This design comes from an exercise in tuning for small area, a short achievable clock period and few clock cycles per item on the open sky130 flow, not from production work.
Where RTL was checked, it was by simulation tests only, not by an equivalence proof against the original.
No activity file was given, so power comes from the tool's default toggle rates.

==> try-harbor <==
Design line_sensor_calibrate_normalize_marker_unit, start of the top module:
module line_sensor_calibrate_normalize_marker_unit #(
  parameter int SENSOR_COUNT = lsn_pkg::SENSOR_COUNT_DEF
) (
  input  logic                          clk,
  input  logic                          rst,
  input  logic                          cfg_we,
  input  logic [lsn_pkg::CFG_IDX_W-1:0]  cfg_index,
  input  logic [lsn_pkg::CFG_DATA_W-1:0] cfg_data,
  input  logic                          in_valid,
  output logic                          in_ready,
  input  logic [lsn_pkg::CMD_W-1:0]     in_command,
  input  logic [lsn_pkg::IDX_W-1:0]     in_sensor_index,
  input  logic [lsn_pkg::SAMPLE_W-1:0]  in_raw_sample,
  output logic                          out_valid,
  input  logic                          out_ready,
  output logic [lsn_pkg::LEVEL_W-1:0]   out_normalized,
  output logic                          out_on_marker,
  output logic                          out_marker_edge,
  output logic [lsn_pkg::COUNT_W-1:0]   out_left_markers,
  output logic [lsn_pkg::COUNT_W-1:0]   out_right_markers
);
clock: 9.0 ns
lec_check: 0
abc_clock_period_in_ps: 3000
cap_margin: 20
core_margin: 2
core_utilization: 50
slew_margin: 20
tns_end_percent: 0
standard.sh (not shown) runs the stock make flow with config.mk's settings and CLKGATE_MAP_FILE= SYNTH_SCRIPT=/design/flow/synth_recipe.tcl, a recipe that flattens the netlist after the stock synthesis.
==> flow/flow/run.sh <==
#!/bin/bash
# Standard ORFS layout; the only change is a larger setup repair margin so that
# timing repair keeps working below the 9 ns constraint (the clock period and
# all constraints are the standard flow's own). Full tool output goes to flow_make.log here;
# ORFS keeps per-step logs under orfs/logs.
set -euo pipefail
bash standard.sh SETUP_SLACK_MARGIN=6.2 finish > flow_make.log 2>&1
==> inputs of try-raven, as changes to try-harbor <==
--- a/flow/design.v
+++ b/flow/design.v
@@ -57,95 +57,69 @@
     if (rst) begin
       min_span   <= MIN_SPAN_RST;
       mark_level <= THRESHOLD_RST;
     end else if (cfg_we) begin
       if (cfg_index == 1'b0) min_span <= cfg_data[SAMPLE_W-1:0];
       else                   mark_level <= cfg_data[LEVEL_W-1:0];
     end
   end
-  logic [SAMPLE_W-1:0] cal_max [SENSOR_COUNT];
-  logic [SAMPLE_W-1:0] cal_min [SENSOR_COUNT];
-  logic [SENSOR_COUNT-1:0] cal_set;
   logic                    s0_v;
   logic [CMD_W-1:0]        s0_cmd;
   logic [SENSOR_COUNT-1:0] s0_oh;
-  logic [IDX_W-1:0]        s0_idx;
-  logic                    s0_rng;
   logic [SAMPLE_W-1:0]     s0_s;
-  logic [SAMPLE_W-1:0]     s0_hi, s0_lo;
-  logic                    s0_set;
   logic [SENSOR_COUNT-1:0] in_oh;
-  logic [SAMPLE_W-1:0]     rd_hi, rd_lo;
-  logic                    rd_set;
-  logic [SAMPLE_W-1:0]     nx_hi, nx_lo;
-  logic                    wr_cal, rs_cal;
-  logic                    upd_hi, upd_lo;
-  logic                    same;
   always_comb begin
     for (int i = 0; i < SENSOR_COUNT; i++) in_oh[i] = (in_sensor_index == IDX_W'(i));
   end
-  always_comb begin
-    rd_hi  = '0;
-    rd_lo  = '0;
-    rd_set = 1'b0;
-    for (int i = 0; i < SENSOR_COUNT; i++) begin
-      rd_hi  = rd_hi  | (cal_max[i] & {SAMPLE_W{in_oh[i]}});
-      rd_lo  = rd_lo  | (cal_min[i] & {SAMPLE_W{in_oh[i]}});
-      rd_set = rd_set | (cal_set[i] & in_oh[i]);
-    end
-  end
-  assign wr_cal = s0_v && (s0_cmd == CMD_CALIBRATE);
-  assign rs_cal = s0_v && (s0_cmd == CMD_RESET_CAL);
-  assign upd_hi = !s0_set || (s0_s > s0_hi);
-  assign upd_lo = !s0_set || (s0_s < s0_lo);
-  assign nx_hi  = upd_hi ? s0_s : s0_hi;
-  assign nx_lo  = upd_lo ? s0_s : s0_lo;
-  assign same   = s0_rng && (in_sensor_index == s0_idx);
   always_ff @(posedge clk) begin
     if (rst)      s0_v <= 1'b0;
     else if (adv) s0_v <= in_valid;
   end
   always_ff @(posedge clk) begin
     if (adv) begin
       s0_cmd <= in_command;
       s0_oh  <= in_oh;
-      s0_idx <= in_sensor_index;
-      s0_rng <= in_sensor_index < IDX_W'(SENSOR_COUNT);
       s0_s   <= in_raw_sample;
-      if (wr_cal && same) begin
-        s0_hi  <= nx_hi;
-        s0_lo  <= nx_lo;
-        s0_set <= 1'b1;
-      end else begin
-        s0_hi  <= rd_hi;
-        s0_lo  <= rd_lo;
-        s0_set <= rd_set && !rs_cal;
-      end
     end
   end
+  logic [SAMPLE_W-1:0] cal_max [SENSOR_COUNT];
+  logic [SAMPLE_W-1:0] cal_min [SENSOR_COUNT];
+  logic [SENSOR_COUNT-1:0] cal_set;
+  logic                in_rng;
+  logic [SAMPLE_W-1:0] hi, lo;
+  logic                set;
+  logic                wr_cal;
+  logic                upd_hi, upd_lo;
+  assign in_rng = |s0_oh;
+  always_comb begin
+    hi  = '0;
+    lo  = '0;
+    set = 1'b0;
+    for (int i = 0; i < SENSOR_COUNT; i++) begin
+      hi  = hi  | (cal_max[i] & {SAMPLE_W{s0_oh[i]}});
+      lo  = lo  | (cal_min[i] & {SAMPLE_W{s0_oh[i]}});
+      set = set | (cal_set[i] & s0_oh[i]);
+    end
+  end
+  assign wr_cal = s0_v && (s0_cmd == CMD_CALIBRATE);
+  assign upd_hi = !set || (s0_s > hi);
+  assign upd_lo = !set || (s0_s < lo);
   always_ff @(posedge clk) begin
     for (int i = 0; i < SENSOR_COUNT; i++) begin
       if (wr_cal && s0_oh[i] && upd_hi) cal_max[i] <= s0_s;
       if (wr_cal && s0_oh[i] && upd_lo) cal_min[i] <= s0_s;
     end
   end
   always_ff @(posedge clk) begin
     for (int i = 0; i < SENSOR_COUNT; i++) begin
-      if (rst || rs_cal)            cal_set[i] <= 1'b0;
-      else if (wr_cal && s0_oh[i])  cal_set[i] <= 1'b1;
+      if (rst || (s0_v && s0_cmd == CMD_RESET_CAL)) cal_set[i] <= 1'b0;
+      else if (wr_cal && s0_oh[i])                  cal_set[i] <= 1'b1;
     end
   end
-  logic in_rng;
-  logic [SAMPLE_W-1:0] hi, lo;
-  logic set;
-  assign in_rng = |s0_oh;
-  assign hi     = s0_hi;
-  assign lo     = s0_lo;
-  assign set    = s0_set;
   logic                s1_v, s1_meas, s1_l, s1_r, s1_rm;
   logic                s1_set, s1_le, s1_ge;
   logic [SAMPLE_W-1:0] s1_d, s1_span;
   always_ff @(posedge clk) begin
     if (rst)      s1_v <= 1'b0;
     else if (adv) s1_v <= s0_v;
   end
   always_ff @(posedge clk) begin
@@ -241,51 +215,40 @@
   end
   logic [5:0]          fc;
   logic [SAMPLE_W-1:0] fr, fd;
   logic [SAMPLE_W+1:0] fd3;
   logic [LEVEL_W-1:0]  fn;
   logic [SAMPLE_W+1:0] ft;
   logic [SAMPLE_W+2:0] ft1, ft2, ft3;
   logic [1:0]          fqb;
+  logic                f_gt;
   logic                f_on;
   assign {fc, fr, fd, fd3, fn} = st_in[NSTEP-1];
   assign ft  = {fr, fn[LEVEL_W-1 -: 2]};
   assign ft1 = {1'b0, ft} - {3'b000, fd};
   assign ft2 = {1'b0, ft} - {2'b00, fd, 1'b0};
   assign ft3 = {1'b0, ft} - {1'b0, fd3};
   always_comb begin
     if (!ft3[SAMPLE_W+2])      fqb = 2'd3;
     else if (!ft2[SAMPLE_W+2]) fqb = 2'd2;
     else if (!ft1[SAMPLE_W+2]) fqb = 2'd1;
     else                       fqb = 2'd0;
   end
-  logic f_side, f_hgt, f_heq, f_lgt, f_early, f_late;
-  assign f_side = fc[4] || fc[3];
-  assign f_hgt  = fn[LEVEL_W-3:0] > mark_level[LEVEL_W-1:2];
-  assign f_heq  = fn[LEVEL_W-3:0] == mark_level[LEVEL_W-1:2];
-  always_comb begin
-    unique case (mark_level[1:0])
-      2'd0: f_lgt = !ft1[SAMPLE_W+2];
-      2'd1: f_lgt = !ft2[SAMPLE_W+2];
-      2'd2: f_lgt = !ft3[SAMPLE_W+2];
-      default: f_lgt = 1'b0;
-    endcase
-  end
+  assign f_gt = (fn[LEVEL_W-3:0] > mark_level[LEVEL_W-1:2]) ||
+                ((fn[LEVEL_W-3:0] == mark_level[LEVEL_W-1:2]) && (fqb > mark_level[1:0]));
   always_comb begin
     unique case (fc[1:0])
-      LV_ZERO: f_early = 1'b0;
-      LV_HALF: f_early = (mark_level < LEVEL_W'(HALF_SCALE));
-      LV_FULL: f_early = (mark_level < LEVEL_W'(FULL_SCALE));
-      default: f_early = f_hgt;
+      LV_ZERO: f_on = 1'b0;
+      LV_HALF: f_on = (mark_level < LEVEL_W'(HALF_SCALE));
+      LV_FULL: f_on = (mark_level < LEVEL_W'(FULL_SCALE));
+      default: f_on = f_gt;
     endcase
-    f_early = f_early && f_side;
-    f_late  = f_side && (fc[1:0] == LV_DIV) && f_heq;
+    f_on = f_on && (fc[4] || fc[3]);
   end
-  assign f_on = f_early || (f_late && f_lgt);
   logic               last_v, last_l, last_r, last_rm, last_on;
   logic [1:0]         last_mode;
   logic [LEVEL_W-1:0] last_q;
   logic [LEVEL_W-1:0] last_level;
   always_ff @(posedge clk) begin
     if (rst)      last_v <= 1'b0;
     else if (adv) last_v <= fc[5];
   end
==> inputs of try-tundra, as changes to try-harbor <==
--- a/flow/design.v
+++ b/flow/design.v
@@ -62,18 +62,18 @@
       else                   mark_level <= cfg_data[LEVEL_W-1:0];
     end
   end
   logic [SAMPLE_W-1:0] cal_max [SENSOR_COUNT];
   logic [SAMPLE_W-1:0] cal_min [SENSOR_COUNT];
   logic [SENSOR_COUNT-1:0] cal_set;
   logic                    s0_v;
   logic [CMD_W-1:0]        s0_cmd;
-  logic [SENSOR_COUNT-1:0] s0_oh;
   logic [IDX_W-1:0]        s0_idx;
+  logic [SENSOR_COUNT-1:0] s0_oh;
   logic                    s0_rng;
   logic [SAMPLE_W-1:0]     s0_s;
   logic [SAMPLE_W-1:0]     s0_hi, s0_lo;
   logic                    s0_set;
   logic [SENSOR_COUNT-1:0] in_oh;
   logic [SAMPLE_W-1:0]     rd_hi, rd_lo;
   logic                    rd_set;
   logic [SAMPLE_W-1:0]     nx_hi, nx_lo;
@@ -95,24 +95,26 @@
   end
   assign wr_cal = s0_v && (s0_cmd == CMD_CALIBRATE);
   assign rs_cal = s0_v && (s0_cmd == CMD_RESET_CAL);
   assign upd_hi = !s0_set || (s0_s > s0_hi);
   assign upd_lo = !s0_set || (s0_s < s0_lo);
   assign nx_hi  = upd_hi ? s0_s : s0_hi;
   assign nx_lo  = upd_lo ? s0_s : s0_lo;
   assign same   = s0_rng && (in_sensor_index == s0_idx);
+  always_comb begin
+    for (int i = 0; i < SENSOR_COUNT; i++) s0_oh[i] = (s0_idx == IDX_W'(i));
+  end
   always_ff @(posedge clk) begin
     if (rst)      s0_v <= 1'b0;
     else if (adv) s0_v <= in_valid;
   end
   always_ff @(posedge clk) begin
     if (adv) begin
       s0_cmd <= in_command;
-      s0_oh  <= in_oh;
       s0_idx <= in_sensor_index;
       s0_rng <= in_sensor_index < IDX_W'(SENSOR_COUNT);
       s0_s   <= in_raw_sample;
       if (wr_cal && same) begin
         s0_hi  <= nx_hi;
         s0_lo  <= nx_lo;
         s0_set <= 1'b1;
       end else begin
@@ -132,17 +134,17 @@
     for (int i = 0; i < SENSOR_COUNT; i++) begin
       if (rst || rs_cal)            cal_set[i] <= 1'b0;
       else if (wr_cal && s0_oh[i])  cal_set[i] <= 1'b1;
     end
   end
   logic in_rng;
   logic [SAMPLE_W-1:0] hi, lo;
   logic set;
-  assign in_rng = |s0_oh;
+  assign in_rng = s0_rng;
   assign hi     = s0_hi;
   assign lo     = s0_lo;
   assign set    = s0_set;
   logic                s1_v, s1_meas, s1_l, s1_r, s1_rm;
   logic                s1_set, s1_le, s1_ge;
   logic [SAMPLE_W-1:0] s1_d, s1_span;
   always_ff @(posedge clk) begin
     if (rst)      s1_v <= 1'b0;
==> flow/flow/run.sh (replaced) <==
#!/bin/bash
# Standard ORFS layout (the standard.sh, unchanged synthesis, floorplan,
# power grid, placement, CTS and routing) with two repair settings changed:
#  - MATCH_CELL_FOOTPRINT=0, so repair may resize the port buffers and other
#    cells to a different footprint (detailed placement runs after each repair).
# Full tool output goes to flow_make.log here; ORFS keeps per-step logs under
# orfs/logs.
set -euo pipefail
bash standard.sh SETUP_SLACK_MARGIN=5.9 MATCH_CELL_FOOTPRINT=0 finish > flow_make.log 2>&1
- CTS_BUF_LIST: unset -> sky130_fd_sc_hd__clkbuf_16
- CTS_CLUSTER_DIAMETER: unset -> 100
- CTS_CLUSTER_SIZE: unset -> 24
- PLACE_DENSITY: unset -> 0.7
- TNS_END_PERCENT: 0 -> 100
==> inputs of try-amber, as changes to try-harbor <==
--- a/flow/design.v
+++ b/flow/design.v
@@ -63,18 +63,16 @@
     end
   end
   logic [SAMPLE_W-1:0] cal_max [SENSOR_COUNT];
   logic [SAMPLE_W-1:0] cal_min [SENSOR_COUNT];
   logic [SENSOR_COUNT-1:0] cal_set;
   logic                    s0_v;
   logic [CMD_W-1:0]        s0_cmd;
   logic [SENSOR_COUNT-1:0] s0_oh;
-  logic [IDX_W-1:0]        s0_idx;
-  logic                    s0_rng;
   logic [SAMPLE_W-1:0]     s0_s;
   logic [SAMPLE_W-1:0]     s0_hi, s0_lo;
   logic                    s0_set;
   logic [SENSOR_COUNT-1:0] in_oh;
   logic [SAMPLE_W-1:0]     rd_hi, rd_lo;
   logic                    rd_set;
   logic [SAMPLE_W-1:0]     nx_hi, nx_lo;
   logic                    wr_cal, rs_cal;
@@ -94,27 +92,25 @@
     end
   end
   assign wr_cal = s0_v && (s0_cmd == CMD_CALIBRATE);
   assign rs_cal = s0_v && (s0_cmd == CMD_RESET_CAL);
   assign upd_hi = !s0_set || (s0_s > s0_hi);
   assign upd_lo = !s0_set || (s0_s < s0_lo);
   assign nx_hi  = upd_hi ? s0_s : s0_hi;
   assign nx_lo  = upd_lo ? s0_s : s0_lo;
-  assign same   = s0_rng && (in_sensor_index == s0_idx);
+  assign same   = |(in_oh & s0_oh);
   always_ff @(posedge clk) begin
     if (rst)      s0_v <= 1'b0;
     else if (adv) s0_v <= in_valid;
   end
   always_ff @(posedge clk) begin
     if (adv) begin
       s0_cmd <= in_command;
       s0_oh  <= in_oh;
-      s0_idx <= in_sensor_index;
-      s0_rng <= in_sensor_index < IDX_W'(SENSOR_COUNT);
       s0_s   <= in_raw_sample;
       if (wr_cal && same) begin
         s0_hi  <= nx_hi;
         s0_lo  <= nx_lo;
         s0_set <= 1'b1;
       end else begin
         s0_hi  <= rd_hi;
         s0_lo  <= rd_lo;
@@ -241,51 +237,40 @@
   end
   logic [5:0]          fc;
   logic [SAMPLE_W-1:0] fr, fd;
   logic [SAMPLE_W+1:0] fd3;
   logic [LEVEL_W-1:0]  fn;
   logic [SAMPLE_W+1:0] ft;
   logic [SAMPLE_W+2:0] ft1, ft2, ft3;
   logic [1:0]          fqb;
+  logic                f_gt;
   logic                f_on;
   assign {fc, fr, fd, fd3, fn} = st_in[NSTEP-1];
   assign ft  = {fr, fn[LEVEL_W-1 -: 2]};
   assign ft1 = {1'b0, ft} - {3'b000, fd};
   assign ft2 = {1'b0, ft} - {2'b00, fd, 1'b0};
   assign ft3 = {1'b0, ft} - {1'b0, fd3};
   always_comb begin
     if (!ft3[SAMPLE_W+2])      fqb = 2'd3;
     else if (!ft2[SAMPLE_W+2]) fqb = 2'd2;
     else if (!ft1[SAMPLE_W+2]) fqb = 2'd1;
     else                       fqb = 2'd0;
   end
-  logic f_side, f_hgt, f_heq, f_lgt, f_early, f_late;
-  assign f_side = fc[4] || fc[3];
-  assign f_hgt  = fn[LEVEL_W-3:0] > mark_level[LEVEL_W-1:2];
-  assign f_heq  = fn[LEVEL_W-3:0] == mark_level[LEVEL_W-1:2];
-  always_comb begin
-    unique case (mark_level[1:0])
-      2'd0: f_lgt = !ft1[SAMPLE_W+2];
-      2'd1: f_lgt = !ft2[SAMPLE_W+2];
-      2'd2: f_lgt = !ft3[SAMPLE_W+2];
-      default: f_lgt = 1'b0;
-    endcase
-  end
+  assign f_gt = (fn[LEVEL_W-3:0] > mark_level[LEVEL_W-1:2]) ||
+                ((fn[LEVEL_W-3:0] == mark_level[LEVEL_W-1:2]) && (fqb > mark_level[1:0]));
   always_comb begin
     unique case (fc[1:0])
-      LV_ZERO: f_early = 1'b0;
-      LV_HALF: f_early = (mark_level < LEVEL_W'(HALF_SCALE));
-      LV_FULL: f_early = (mark_level < LEVEL_W'(FULL_SCALE));
-      default: f_early = f_hgt;
+      LV_ZERO: f_on = 1'b0;
+      LV_HALF: f_on = (mark_level < LEVEL_W'(HALF_SCALE));
+      LV_FULL: f_on = (mark_level < LEVEL_W'(FULL_SCALE));
+      default: f_on = f_gt;
     endcase
-    f_early = f_early && f_side;
-    f_late  = f_side && (fc[1:0] == LV_DIV) && f_heq;
+    f_on = f_on && (fc[4] || fc[3]);
   end
-  assign f_on = f_early || (f_late && f_lgt);
   logic               last_v, last_l, last_r, last_rm, last_on;
   logic [1:0]         last_mode;
   logic [LEVEL_W-1:0] last_q;
   logic [LEVEL_W-1:0] last_level;
   always_ff @(posedge clk) begin
     if (rst)      last_v <= 1'b0;
     else if (adv) last_v <= fc[5];
   end
==> qor summary <==
Status: try-raven complete, no violations; try-harbor complete, no violations; try-amber complete, no violations; try-tundra complete, no violations
Total wire length: try-raven 93,590 microns; try-harbor 100,200 microns; try-amber 92,360 microns; try-tundra 93,290 microns
Post-Syn Nets: try-raven 3,434; try-harbor 3,511; try-amber 3,440; try-tundra 3,459
Combinational share of power: try-raven 0.477; try-harbor 0.486; try-amber 0.478; try-tundra 0.529
Cell leakage power: try-raven 16.69 nW; try-harbor 17.48 nW; try-amber 17.00 nW; try-tundra 17.09 nW
Placed cells: try-raven 4,105; try-harbor 4,188; try-amber 4,115; try-tundra 4,138
Hold path startpoint: try-raven g_step[1].g_reg.qd[48]; try-harbor g_step[0].g_reg.qd[0]; try-amber g_step[2].g_reg.qd[52]; try-tundra g_step[1].g_reg.qd[1]
Share of the synthesized area in the top cell type: try-raven 0.5198; try-harbor 0.5286; try-amber 0.5263; try-tundra 0.5259
Total met2 wirelength after detailed routing: try-raven 44,570 microns; try-harbor 46,370 microns; try-amber 43,080 microns; try-tundra 43,510 microns
Critical Path Max Stage Delay: try-raven 0.47 ns; try-harbor 0.52 ns; try-amber 0.38 ns; try-tundra 0.46 ns
Setup crit start: try-raven s0_oh[3]; try-harbor g_pre.qd[25]; try-amber in_sensor_index[3]; try-tundra in_sensor_index[0]
Count of cells along the worst register-to-register path: try-raven 14; try-harbor 13; try-amber 15; try-tundra 10
Number of ordinary inverters in the final layout: try-raven 258; try-harbor 258; try-amber 257; try-tundra 253
Net switching share of the total power: try-raven 0.3808; try-harbor 0.3847; try-amber 0.3881; try-tundra 0.3981
Post-synthesis share of cell area spent on and, or, nand and nor gates: try-raven 0.1029; try-harbor 0.1055; try-amber 0.09421; try-tundra 0.09726
Placement Cell Area: try-raven 0.03922 sq mm; try-harbor 0.04038 sq mm; try-amber 0.04017 sq mm; try-tundra 0.04016 sq mm
Post-route standard cell area excluding fillers: try-raven 0.04283 sq mm; try-harbor 0.04454 sq mm; try-amber 0.04334 sq mm; try-tundra 0.04278 sq mm
Cell with the largest stage delay on the worst path: try-raven a2111o_1; try-harbor edfxtp_1; try-amber buf_4; try-tundra a222oi_1
NonClk Buf Share: try-raven 0.03742; try-harbor 0.03907; try-amber 0.02913; try-tundra 0.05212
DIE WIDTH: try-raven 276.8 microns; try-harbor 280.7 microns; try-amber 280.3 microns; try-tundra 278.8 microns
Testbench counts of try-tundra, summed over its fixed seeds: cycles 4,648, items 4,576.
Testbench counts of try-amber, summed over its fixed seeds: cycles 4,648, items 4,576.
For try-harbor and try-raven, only the layout was checked, not whether the RTL still works.

[static timing again, ports no longer ideal]
In the flow no input, the clock included, has a driving cell. The finished layouts below were timed again as built, in two steps. Step 1 sets driving cells, clkbuf_16 on the clock port and buf_2 on the other inputs (assumed; they add their load-dependent delay and slew). Step 2, shift: input delay + t, output delay - t, t = (earliest + latest rising clock arrival at the registers) / 2. This alone moves slack from input paths to output paths. Slacks: ideal ports / drivers / drivers and shift; pairs: ideal ports / drivers.
run | t, ns | setup WS [ns] | worst setup path at the end | clock arrival spread, ns | cell pins on the clock port's net
try-harbor | 0.699 | 5.862 / 5.862 / 5.205 | input to register | 0.058 / 0.059 | 1
try-raven | 0.694 | 5.213 / 5.213 / 4.844 | input to register | 0.047 / 0.047 | 1
try-tundra | 0.669 | 5.901 / 5.923 / 5.272 | input to register | 0.025 / 0.026 | 1
try-amber | 0.689 | 5.626 / 5.578 / 4.967 | input to register | 0.051 / 0.051 | 1
After both steps setup and hold are still met in every run listed. The setup slack of try-amber, which loses most, moves by -0.048 ns with the drivers and by -0.659 ns with both steps.
